This is an optimization exercise on Yosys and OpenROAD, whose aim is small area, not a production implementation. Function was checked by simulation only, so behaviour that the tests miss may differ from the original.

==> inputs of v27 <==
// bp_top
module bp_top #(
  parameter int NUM_ENTRIES = 32   
) (
  input  logic        clk,
  input  logic        rst_n,
  input  logic        fetch_valid,
  input  bp_pkg::pc_t fetch_pc,
  output logic        pred_valid,
  output logic        pred_hit,
  output bp_pkg::pc_t pred_next_pc,
  input  logic        wb_cyc,
  input  logic        wb_stb,
  input  logic        wb_we,
  input  bp_pkg::pc_t wb_adr,       
  input  bp_pkg::pc_t wb_dat_i,     
  input  logic        wb_tgd_i,     
  output logic        wb_ack,
  output logic        wb_err
);
  logic upd_valid;     
  bp_pkg::pc_t  upd_pc;
  bp_pkg::pc_t  upd_target;
  logic upd_taken;
  logic look_valid;    
  logic look_hit;
  bp_pkg::pc_t  look_next_pc;
  bp_update_slave update_slave_i (
    .clk(clk), .rst_n(rst_n),
    .wb_cyc(wb_cyc), .wb_stb(wb_stb), .wb_we(wb_we),
    .wb_adr(wb_adr), .wb_dat_i(wb_dat_i), .wb_tgd_i(wb_tgd_i),
    .wb_ack(wb_ack), .wb_err(wb_err),
    .upd_valid(upd_valid), .upd_pc(upd_pc),
    .upd_target(upd_target), .upd_taken(upd_taken)
  );
  bp_predict_core #(.NUM_ENTRIES(NUM_ENTRIES)) predict_core_i (
    .clk(clk), .rst_n(rst_n),
    .fetch_valid(fetch_valid), .fetch_pc(fetch_pc),
    .bus_pc(wb_adr), .upd_valid(upd_valid), .upd_pc(upd_pc),
    .upd_target(upd_target), .upd_taken(upd_taken),
    .look_valid(look_valid), .look_hit(look_hit), .look_next_pc(look_next_pc)
  );
  bp_next_pc next_pc_i (
    .clk(clk), .rst_n(rst_n),
    .look_valid(look_valid), .look_hit(look_hit), .look_next_pc(look_next_pc),
    .pred_valid(pred_valid), .pred_hit(pred_hit), .pred_next_pc(pred_next_pc)
  );
endmodule
==> module bp_entry_ram, before the edit <==
module bp_entry_ram #(
  parameter int  NUM_ENTRIES = 32,
  localparam int IDX_W       = $clog2(NUM_ENTRIES),
  localparam int TAG_W       = bp_pkg::TAG_W
) (
  input  logic             clk,
  input  logic             rst_n,
  input  logic [IDX_W-1:0] f_idx,
  output logic             f_valid,
  output logic [TAG_W-1:0] f_tag,
  output logic             f_taken,     
  output bp_pkg::pc_t      f_target,
  input  logic [IDX_W-1:0] u_idx,
  input  logic [IDX_W-1:0] wr_idx,
  output logic             u_valid,
  output logic [TAG_W-1:0] u_tag,
  output logic [1:0]       u_ctr,
  input  logic             wr_ent,      
  input  logic [TAG_W-1:0] wr_tag,
  input  bp_pkg::pc_t      wr_target,
  input  logic             wr_ctr,      
  input  logic [1:0]       wr_ctr_val
);
  logic             valid  [NUM_ENTRIES];
  logic [TAG_W-1:0] tag    [NUM_ENTRIES];
  bp_pkg::pc_t      target [NUM_ENTRIES];
  logic [1:0]       ctr    [NUM_ENTRIES];
  logic [NUM_ENTRIES-1:0] f_sel, u_sel, w_sel;
  logic [NUM_ENTRIES-1:0] ctr_msb;
  for (genvar i = 0; i < NUM_ENTRIES; i++) begin : g_msb
    assign ctr_msb[i] = ctr[i][1];
  end
  always_comb begin
    for (int i = 0; i < NUM_ENTRIES; i++) begin
      f_sel[i] = (f_idx == IDX_W'(i));
      u_sel[i] = (u_idx == IDX_W'(i));
      w_sel[i] = (wr_idx == IDX_W'(i));
    end
  end
  always_ff @(posedge clk or negedge rst_n) begin
    if (!rst_n) begin
      for (int i = 0; i < NUM_ENTRIES; i++) valid[i] <= 1'b0;
    end else begin
      for (int i = 0; i < NUM_ENTRIES; i++)
        if (wr_ent && w_sel[i]) valid[i] <= 1'b1;
    end
  end
  always_ff @(posedge clk) begin
    for (int i = 0; i < NUM_ENTRIES; i++) begin
      if (wr_ent && w_sel[i]) begin
        tag[i]    <= wr_tag;
        target[i] <= wr_target;
      end
      if (wr_ctr && w_sel[i]) ctr[i] <= wr_ctr_val;
    end
  end
  always_comb begin
    f_valid  = 1'b0;
    f_tag    = '0;
    f_taken  = 1'b0;
    f_target = '0;
    u_valid  = 1'b0;
    u_tag    = '0;
    u_ctr    = '0;
    for (int i = 0; i < NUM_ENTRIES; i++) begin
      f_valid  = f_valid  | (f_sel[i] & valid[i]);
      f_tag    = f_tag    | ({TAG_W{f_sel[i]}} & tag[i]);
      f_taken  = f_taken  | (f_sel[i] & ctr_msb[i]);
      f_target = f_target | ({32{f_sel[i]}} & target[i]);
      u_valid  = u_valid  | (u_sel[i] & valid[i]);
      u_tag    = u_tag    | ({TAG_W{u_sel[i]}} & tag[i]);
      u_ctr    = u_ctr    | ({2{u_sel[i]}} & ctr[i]);
    end
  end
endmodule
==> module bp_predict_core, before the edit <==
module bp_predict_core #(
  parameter int  NUM_ENTRIES = 32,
  localparam int IDX_W       = $clog2(NUM_ENTRIES),
  localparam int TAG_W       = bp_pkg::TAG_W
) (
  input  logic        clk,
  input  logic        rst_n,
  input  logic        fetch_valid,
  input  bp_pkg::pc_t fetch_pc,
  input  bp_pkg::pc_t bus_pc,        
  input  logic        upd_valid,
  input  bp_pkg::pc_t upd_pc,
  input  bp_pkg::pc_t upd_target,
  input  logic        upd_taken,
  output logic        look_valid,    
  output logic        look_hit,
  output bp_pkg::pc_t look_next_pc
);
  logic             f_valid, f_taken, u_valid;
  logic [TAG_W-1:0] f_tag, u_tag;
  bp_pkg::pc_t      f_target;
  logic [1:0]       u_ctr;
  logic             hit, tag_match, u_match;
  logic [1:0]       u_ctr_q;
  logic [1:0]       ctr_next;
  function automatic logic [TAG_W-1:0] pc_tag(bp_pkg::pc_t pc);
    pc_tag = {pc[31:IDX_W+2], pc[1:0]};
  endfunction
  bp_entry_ram #(.NUM_ENTRIES(NUM_ENTRIES)) ram_i (
    .clk(clk), .rst_n(rst_n),
    .f_idx(fetch_pc[IDX_W+1:2]), .f_valid(f_valid), .f_tag(f_tag),
    .f_taken(f_taken), .f_target(f_target),
    .u_idx(bus_pc[IDX_W+1:2]), .u_valid(u_valid), .u_tag(u_tag), .u_ctr(u_ctr),
    .wr_idx(upd_pc[IDX_W+1:2]),
    .wr_ent(upd_valid && upd_taken), .wr_tag(pc_tag(upd_pc)), .wr_target(upd_target),
    .wr_ctr(upd_valid && (upd_taken || tag_match)), .wr_ctr_val(ctr_next)
  );
  assign u_match = u_valid && (u_tag == pc_tag(bus_pc));
  always_ff @(posedge clk) begin
    tag_match <= u_match;
    u_ctr_q   <= u_ctr;
  end
  always_comb begin
    if (!tag_match) ctr_next = bp_pkg::CTR_WT;
    else if (upd_taken) ctr_next = (u_ctr_q == bp_pkg::CTR_ST) ? u_ctr_q : u_ctr_q + 2'd1;
    else ctr_next = (u_ctr_q == bp_pkg::CTR_SNT) ? u_ctr_q : u_ctr_q - 2'd1;
  end
  assign hit = fetch_valid && f_valid && (f_tag == pc_tag(fetch_pc)) && f_taken;
  always_ff @(posedge clk or negedge rst_n) begin
    if (!rst_n) begin
      look_valid <= 1'b0;
      look_hit   <= 1'b0;
    end else begin
      look_valid <= fetch_valid;
      look_hit   <= hit;
    end
  end
  always_ff @(posedge clk) begin
    look_next_pc <= hit ? f_target : fetch_pc + 32'd4;
  end
endmodule
==> module bp_top, before the edit <==
module bp_top #(
  parameter int NUM_ENTRIES = 32   
) (
  input  logic        clk,
  input  logic        rst_n,
  input  logic        fetch_valid,
  input  bp_pkg::pc_t fetch_pc,
  output logic        pred_valid,
  output logic        pred_hit,
  output bp_pkg::pc_t pred_next_pc,
  input  logic        wb_cyc,
  input  logic        wb_stb,
  input  logic        wb_we,
  input  bp_pkg::pc_t wb_adr,       
  input  bp_pkg::pc_t wb_dat_i,     
  input  logic        wb_tgd_i,     
  output logic        wb_ack,
  output logic        wb_err
);
  logic upd_valid;     
  bp_pkg::pc_t  upd_pc;
  bp_pkg::pc_t  upd_target;
  logic upd_taken;
  logic look_valid;    
  logic look_hit;
  bp_pkg::pc_t  look_next_pc;
  bp_update_slave update_slave_i (
    .clk(clk), .rst_n(rst_n),
    .wb_cyc(wb_cyc), .wb_stb(wb_stb), .wb_we(wb_we),
    .wb_adr(wb_adr), .wb_dat_i(wb_dat_i), .wb_tgd_i(wb_tgd_i),
    .wb_ack(wb_ack), .wb_err(wb_err),
    .upd_valid(upd_valid), .upd_pc(upd_pc),
    .upd_target(upd_target), .upd_taken(upd_taken)
  );
  bp_predict_core #(.NUM_ENTRIES(NUM_ENTRIES)) predict_core_i (
    .clk(clk), .rst_n(rst_n),
    .fetch_valid(fetch_valid), .fetch_pc(fetch_pc),
    .bus_pc(wb_adr), .upd_valid(upd_valid), .upd_pc(upd_pc),
    .upd_target(upd_target), .upd_taken(upd_taken),
    .look_valid(look_valid), .look_hit(look_hit), .look_next_pc(look_next_pc)
  );
  bp_next_pc next_pc_i (
    .clk(clk), .rst_n(rst_n),
    .look_valid(look_valid), .look_hit(look_hit), .look_next_pc(look_next_pc),
    .pred_valid(pred_valid), .pred_hit(pred_hit), .pred_next_pc(pred_next_pc)
  );
endmodule
Settings: LEC_CHECK=0, CAP_MARGIN=20, CELL_PAD_IN_SITES_DETAIL_PLACEMENT=0, CELL_PAD_IN_SITES_GLOBAL_PLACEMENT=1, CORE_MARGIN=2, CORE_UTILIZATION=50, CTS_BUF_LIST=sky130_fd_sc_hd__clkbuf_4 sky130_fd_sc_hd__clkbuf_8, PLACE_DENSITY=0.6, SETUP_SLACK_MARGIN=0.1, SLEW_MARGIN=20; clock period 6.0 ns.
run.sh (not shown) runs the stock make flow with config.mk's settings and CLKGATE_MAP_FILE= SYNTH_SCRIPT=/design/flow/synth_recipe.tcl, a recipe that flattens the netlist after the stock synthesis.
==> inputs of v22, as changes to v27 <==
--- a/flow/design.v
+++ b/flow/design.v
@@ -21,68 +21,130 @@
   output logic             f_taken,     
   output bp_pkg::pc_t      f_target,
   input  logic [IDX_W-1:0] u_idx,
-  input  logic [IDX_W-1:0] wr_idx,
   output logic             u_valid,
   output logic [TAG_W-1:0] u_tag,
   output logic [1:0]       u_ctr,
+  input  logic [IDX_W-1:0] wr_idx,
   input  logic             wr_ent,      
   input  logic [TAG_W-1:0] wr_tag,
   input  bp_pkg::pc_t      wr_target,
   input  logic             wr_ctr,      
   input  logic [1:0]       wr_ctr_val
 );
-  logic             valid  [NUM_ENTRIES];
-  logic [TAG_W-1:0] tag    [NUM_ENTRIES];
-  bp_pkg::pc_t      target [NUM_ENTRIES];
-  logic [1:0]       ctr    [NUM_ENTRIES];
+  localparam int ENT_W = TAG_W + 32;
   logic [NUM_ENTRIES-1:0] f_sel, u_sel, w_sel;
-  logic [NUM_ENTRIES-1:0] ctr_msb;
-  for (genvar i = 0; i < NUM_ENTRIES; i++) begin : g_msb
-    assign ctr_msb[i] = ctr[i][1];
-  end
-  always_comb begin
-    for (int i = 0; i < NUM_ENTRIES; i++) begin
-      f_sel[i] = (f_idx == IDX_W'(i));
-      u_sel[i] = (u_idx == IDX_W'(i));
-      w_sel[i] = (wr_idx == IDX_W'(i));
-    end
-  end
+  logic [NUM_ENTRIES-1:0] valid;
+  logic [NUM_ENTRIES-1:0] ent_load, ent_keep, ctr_load, ctr_keep;
+  logic [NUM_ENTRIES*ENT_W-1:0] ent_q;    
+  logic [NUM_ENTRIES*2-1:0]     ctr_q;    
+  logic [NUM_ENTRIES*(ENT_W+2)-1:0] f_rows;
+  logic [NUM_ENTRIES*(TAG_W+3)-1:0] u_rows;
+  bp_decode #(.N(NUM_ENTRIES)) f_dec_i (.idx(f_idx),  .sel(f_sel));
+  bp_decode #(.N(NUM_ENTRIES)) u_dec_i (.idx(u_idx),  .sel(u_sel));
+  bp_decode #(.N(NUM_ENTRIES)) w_dec_i (.idx(wr_idx), .sel(w_sel));
   always_ff @(posedge clk or negedge rst_n) begin
     if (!rst_n) begin
-      for (int i = 0; i < NUM_ENTRIES; i++) valid[i] <= 1'b0;
+      valid <= '0;
     end else begin
-      for (int i = 0; i < NUM_ENTRIES; i++)
-        if (wr_ent && w_sel[i]) valid[i] <= 1'b1;
+      valid <= valid | ent_load;
     end
   end
-  always_ff @(posedge clk) begin
+  always_comb begin
     for (int i = 0; i < NUM_ENTRIES; i++) begin
-      if (wr_ent && w_sel[i]) begin
-        tag[i]    <= wr_tag;
-        target[i] <= wr_target;
-      end
-      if (wr_ctr && w_sel[i]) ctr[i] <= wr_ctr_val;
+      ent_load[i] = wr_ent && w_sel[i];
+      ent_keep[i] = !(wr_ent && w_sel[i]);
+      ctr_load[i] = wr_ctr && w_sel[i];
+      ctr_keep[i] = !(wr_ctr && w_sel[i]);
     end
   end
+  bp_store #(.ROWS(NUM_ENTRIES), .WIDTH(ENT_W)) ent_store_i (
+    .clk(clk), .load(ent_load), .keep(ent_keep), .wdata({wr_tag, wr_target}), .q(ent_q)
+  );
+  bp_store #(.ROWS(NUM_ENTRIES), .WIDTH(2)) ctr_store_i (
+    .clk(clk), .load(ctr_load), .keep(ctr_keep), .wdata(wr_ctr_val), .q(ctr_q)
+  );
+  for (genvar i = 0; i < NUM_ENTRIES; i++) begin : g_row
+    assign f_rows[i*(ENT_W+2) +: ENT_W+2] = {valid[i], ctr_q[2*i+1], ent_q[i*ENT_W +: ENT_W]};
+    assign u_rows[i*(TAG_W+3) +: TAG_W+3] = {valid[i], ctr_q[2*i +: 2], ent_q[i*ENT_W+32 +: TAG_W]};
+  end
+  bp_read_port #(.ROWS(NUM_ENTRIES), .WIDTH(ENT_W+2)) f_port_i (
+    .sel(f_sel), .rows(f_rows), .data({f_valid, f_taken, f_tag, f_target})
+  );
+  bp_read_port #(.ROWS(NUM_ENTRIES), .WIDTH(TAG_W+3)) u_port_i (
+    .sel(u_sel), .rows(u_rows), .data({u_valid, u_ctr, u_tag})
+  );
+endmodule
+module bp_decode #(
+  parameter int  N = 32,
+  localparam int W = $clog2(N)
+) (
+  input  logic [W-1:0] idx,
+  output logic [N-1:0] sel
+);
   always_comb begin
-    f_valid  = 1'b0;
-    f_tag    = '0;
-    f_taken  = 1'b0;
-    f_target = '0;
-    u_valid  = 1'b0;
-    u_tag    = '0;
-    u_ctr    = '0;
-    for (int i = 0; i < NUM_ENTRIES; i++) begin
-      f_valid  = f_valid  | (f_sel[i] & valid[i]);
-      f_tag    = f_tag    | ({TAG_W{f_sel[i]}} & tag[i]);
-      f_taken  = f_taken  | (f_sel[i] & ctr_msb[i]);
-      f_target = f_target | ({32{f_sel[i]}} & target[i]);
-      u_valid  = u_valid  | (u_sel[i] & valid[i]);
-      u_tag    = u_tag    | ({TAG_W{u_sel[i]}} & tag[i]);
-      u_ctr    = u_ctr    | ({2{u_sel[i]}} & ctr[i]);
+    for (int i = 0; i < N; i++) sel[i] = (idx == W'(i));
+  end
+endmodule
+module bp_store #(
+  parameter int ROWS  = 32,
+  parameter int WIDTH = 1
+) (
+  input  logic                  clk,
+  input  logic [ROWS-1:0]       load,
+  input  logic [ROWS-1:0]       keep,
+  input  logic [WIDTH-1:0]      wdata,
+  output logic [ROWS*WIDTH-1:0] q
+);
+  always_ff @(posedge clk) begin
+    for (int i = 0; i < ROWS; i++)
+      q[i*WIDTH +: WIDTH] <= (q[i*WIDTH +: WIDTH] & {WIDTH{keep[i]}}) |
+                             (wdata & {WIDTH{load[i]}});
+  end
+endmodule
+module bp_read_port #(
+  parameter int ROWS  = 32,
+  parameter int WIDTH = 1,
+  localparam int GROUPS = (ROWS + 2) / 3
+) (
+  input  logic [ROWS-1:0]       sel,
+  input  logic [ROWS*WIDTH-1:0] rows,
+  output logic [WIDTH-1:0]      data
+);
+  for (genvar b = 0; b < WIDTH; b++) begin : g_bit
+    logic [GROUPS-1:0] grp_n;   
+    for (genvar g = 0; g < GROUPS; g++) begin : g_grp
+      if (3 * g + 2 < ROWS) begin : g_three
+        bp_aoi3 aoi_i (
+          .s0(sel[3*g]),   .d0(rows[(3*g)*WIDTH + b]),
+          .s1(sel[3*g+1]), .d1(rows[(3*g+1)*WIDTH + b]),
+          .s2(sel[3*g+2]), .d2(rows[(3*g+2)*WIDTH + b]),
+          .y_n(grp_n[g])
+        );
+      end else if (3 * g + 1 < ROWS) begin : g_two
+        bp_aoi2 aoi_i (
+          .s0(sel[3*g]),   .d0(rows[(3*g)*WIDTH + b]),
+          .s1(sel[3*g+1]), .d1(rows[(3*g+1)*WIDTH + b]),
+          .y_n(grp_n[g])
+        );
+      end else begin : g_one
+        assign grp_n[g] = !(sel[3*g] && rows[(3*g)*WIDTH + b]);
+      end
     end
+    assign data[b] = !(&grp_n);
   end
 endmodule
+module bp_aoi3 (
+  input  logic s0, d0, s1, d1, s2, d2,
+  output logic y_n
+);
+  assign y_n = !((s0 && d0) || (s1 && d1) || (s2 && d2));
+endmodule
+module bp_aoi2 (
+  input  logic s0, d0, s1, d1,
+  output logic y_n
+);
+  assign y_n = !((s0 && d0) || (s1 && d1));
+endmodule
 `timescale 1ns/1ns
 module bp_update_slave (
   input  logic        clk,
--- a/flow/config.mk
+++ b/flow/config.mk
@@ -14,3 +14,4 @@
 export PLACE_DENSITY = 0.6
 export SETUP_SLACK_MARGIN = 0.1
 export SLEW_MARGIN = 20
+export SYNTH_HIERARCHICAL = 1
==> inputs of v33, as changes to v27 <==
--- a/flow/design.v
+++ b/flow/design.v
@@ -55,14 +55,24 @@
         if (wr_ent && w_sel[i]) valid[i] <= 1'b1;
     end
   end
-  always_ff @(posedge clk) begin
+  logic [NUM_ENTRIES-1:0] ent_load, ent_keep, ctr_load;
+  logic [NUM_ENTRIES*(TAG_W+32)-1:0] ent_q;
+  always_comb begin
     for (int i = 0; i < NUM_ENTRIES; i++) begin
-      if (wr_ent && w_sel[i]) begin
-        tag[i]    <= wr_tag;
-        target[i] <= wr_target;
-      end
-      if (wr_ctr && w_sel[i]) ctr[i] <= wr_ctr_val;
-    end
+      ent_load[i] = wr_ent && w_sel[i];
+      ent_keep[i] = !(wr_ent && w_sel[i]);
+      ctr_load[i] = wr_ctr && w_sel[i];
+    end
+  end
+  bp_store ent_store_i (
+    .clk(clk), .load(ent_load), .keep(ent_keep), .wdata({wr_tag, wr_target}), .q(ent_q)
+  );
+  always_ff @(posedge clk) begin
+    for (int i = 0; i < NUM_ENTRIES; i++)
+      if (ctr_load[i]) ctr[i] <= wr_ctr_val;
+  end
+  for (genvar i = 0; i < NUM_ENTRIES; i++) begin : g_row
+    assign {tag[i], target[i]} = ent_q[i*(TAG_W+32) +: TAG_W+32];
   end
   always_comb begin
     f_valid  = 1'b0;
@@ -83,6 +93,22 @@
     end
   end
 endmodule
+module bp_store #(
+  localparam int ROWS  = 32,
+  localparam int WIDTH = bp_pkg::TAG_W + 32
+) (
+  input  logic                  clk,
+  input  logic [ROWS-1:0]       load,
+  input  logic [ROWS-1:0]       keep,
+  input  logic [WIDTH-1:0]      wdata,
+  output logic [ROWS*WIDTH-1:0] q
+);
+  always_ff @(posedge clk) begin
+    for (int i = 0; i < ROWS; i++)
+      q[i*WIDTH +: WIDTH] <= (q[i*WIDTH +: WIDTH] & {WIDTH{keep[i]}}) |
+                             (wdata & {WIDTH{load[i]}});
+  end
+endmodule
 `timescale 1ns/1ns
 module bp_update_slave (
   input  logic        clk,
@@ -157,7 +183,7 @@
   function automatic logic [TAG_W-1:0] pc_tag(bp_pkg::pc_t pc);
     pc_tag = {pc[31:IDX_W+2], pc[1:0]};
   endfunction
-  bp_entry_ram #(.NUM_ENTRIES(NUM_ENTRIES)) ram_i (
+  bp_entry_ram ram_i (
     .clk(clk), .rst_n(rst_n),
     .f_idx(fetch_pc[IDX_W+1:2]), .f_valid(f_valid), .f_tag(f_tag),
     .f_taken(f_taken), .f_target(f_target),
@@ -256,7 +282,7 @@
     .upd_valid(upd_valid), .upd_pc(upd_pc),
     .upd_target(upd_target), .upd_taken(upd_taken)
   );
-  bp_predict_core #(.NUM_ENTRIES(NUM_ENTRIES)) predict_core_i (
+  bp_predict_core predict_core_i (
     .clk(clk), .rst_n(rst_n),
     .fetch_valid(fetch_valid), .fetch_pc(fetch_pc),
     .bus_pc(wb_adr), .upd_valid(upd_valid), .upd_pc(upd_pc),
--- a/flow/config.mk
+++ b/flow/config.mk
@@ -14,3 +14,5 @@
 export PLACE_DENSITY = 0.6
 export SETUP_SLACK_MARGIN = 0.1
 export SLEW_MARGIN = 20
+export SYNTH_HIERARCHICAL = 1
+export SYNTH_MINIMUM_KEEP_SIZE = 7200
==> impl_metrics.toml <==
[yosys]
synth_adder_area_share = 0.000280
synth_most_common_cell = "dfxtp_1"
ys.flop_type = "dfxtp_1"
synthSimpleGateAreaFrac = 0.0493

[global_route]
use_met1 = 0.572
grt_util_all_layers = 0.441

[sta]
relSlewSlack = 0.127

[floorplan]
die-area_sq_um = 164000
core_sq_um = 160000
rows = 147

[status]
status = "no timing/DRC/antenna violations"

[route]
met1_length_um = 142000

[power_and_ir_drop]
p_leak_nw = 35.7
switching_share = 0.242
power.density_nw_per_um2 = 337

[final_layout]
diodes = 13
clkbuf_count = 576
nMultiInputCombCells = 3812
That was v22.
==> impl_metrics.toml <==
[status]
status = "no timing/DRC/antenna violations"

[global_route]
grt_pass1_vias = 80613
use_met1 = 0.707
grt_util_all_layers = 0.608

[yosys]
synthSimpleGateAreaFrac = 0.0697
ys_seq_elements = 2156
synth_most_common_cell = "dfxtp_1"
ys.flop_type = "dfxtp_1"
synth_adder_area_share = 0.000875

[route]
wl_met3_um = 99800
met1_length_um = 185000
post_drt_wl_per_cell_um = 53.2

[final_layout]
diodes = 72
nMultiInputCombCells = 4539

[floorplan]
rows = 151
die-area_sq_um = 175000

[power_and_ir_drop]
seq_power_w = 0.0157
p_leak_nw = 38.6
switching_share = 0.260
power.density_nw_per_um2 = 328
That was v33.
==> impl_metrics.toml <==
[status]
status = "no timing/DRC/antenna violations"

[route]
met2WireLength_um = 175000

[power_and_ir_drop]
p_leak_nw = 32.4
power.density_nw_per_um2 = 324

[floorplan]
die-area_sq_um = 171000
rows = 150
num_tap_cells = 2204
die_w_um = 414
core_sq_um = 167000

[final_layout]
diodes = 25
clkbuf_count = 536

[sta]
fin_crit_sh = 0.878
relSlewSlack = 0.138

[global_route]
met3_usage = 0.168
grt_util_all_layers = 0.488
use_met1 = 0.634

[yosys]
synthSimpleGateAreaFrac = 0.0749
ys.flop_type = "edfxtp_1"
synth_adder_area_share = 0.000895

[critical_path]
slowest_stage = "clkdlybuf4s50_1"
That was v27.

## re-timing with driven ports
The flow's constraints put no driver on any port. The routed layouts listed below were extracted and timed again, unchanged, in two steps.
Step 1: set_driving_cell puts a clkbuf_16 on clk and a buf_2 on each other input, an assumption about the parent block.
Step 2 also shifts input and output timing later by t, the mid clock arrival at the registers, as if the neighbouring blocks saw the same clock.
a / b / c = ideal ports / drivers / drivers and shift; a / b = the first two.
run | shift t [ns] | setup slack, ns | worst setup path after step 2 | latest minus earliest clock arrival (ns) | slew at the worst register clock pin (ns)
v27 | 1.210 | 0.734 / 0.797 / -0.414 | input to register | 0.108 / 0.109 | 0.08 / 0.08
v22 | 1.160 | 0.657 / 0.639 / -0.521 | input to register | 0.059 / 0.058 | 0.07 / 0.07
v33 | 1.230 | 0.693 / 0.741 / -0.489 | input to register | 0.152 / 0.152 | 0.07 / 0.07
With both steps, setup timing fails in every run listed, where it was met with ideal ports. For v33, which loses most, drivers alone change the setup slack by +0.048 ns; drivers and shift together by -1.182 ns.
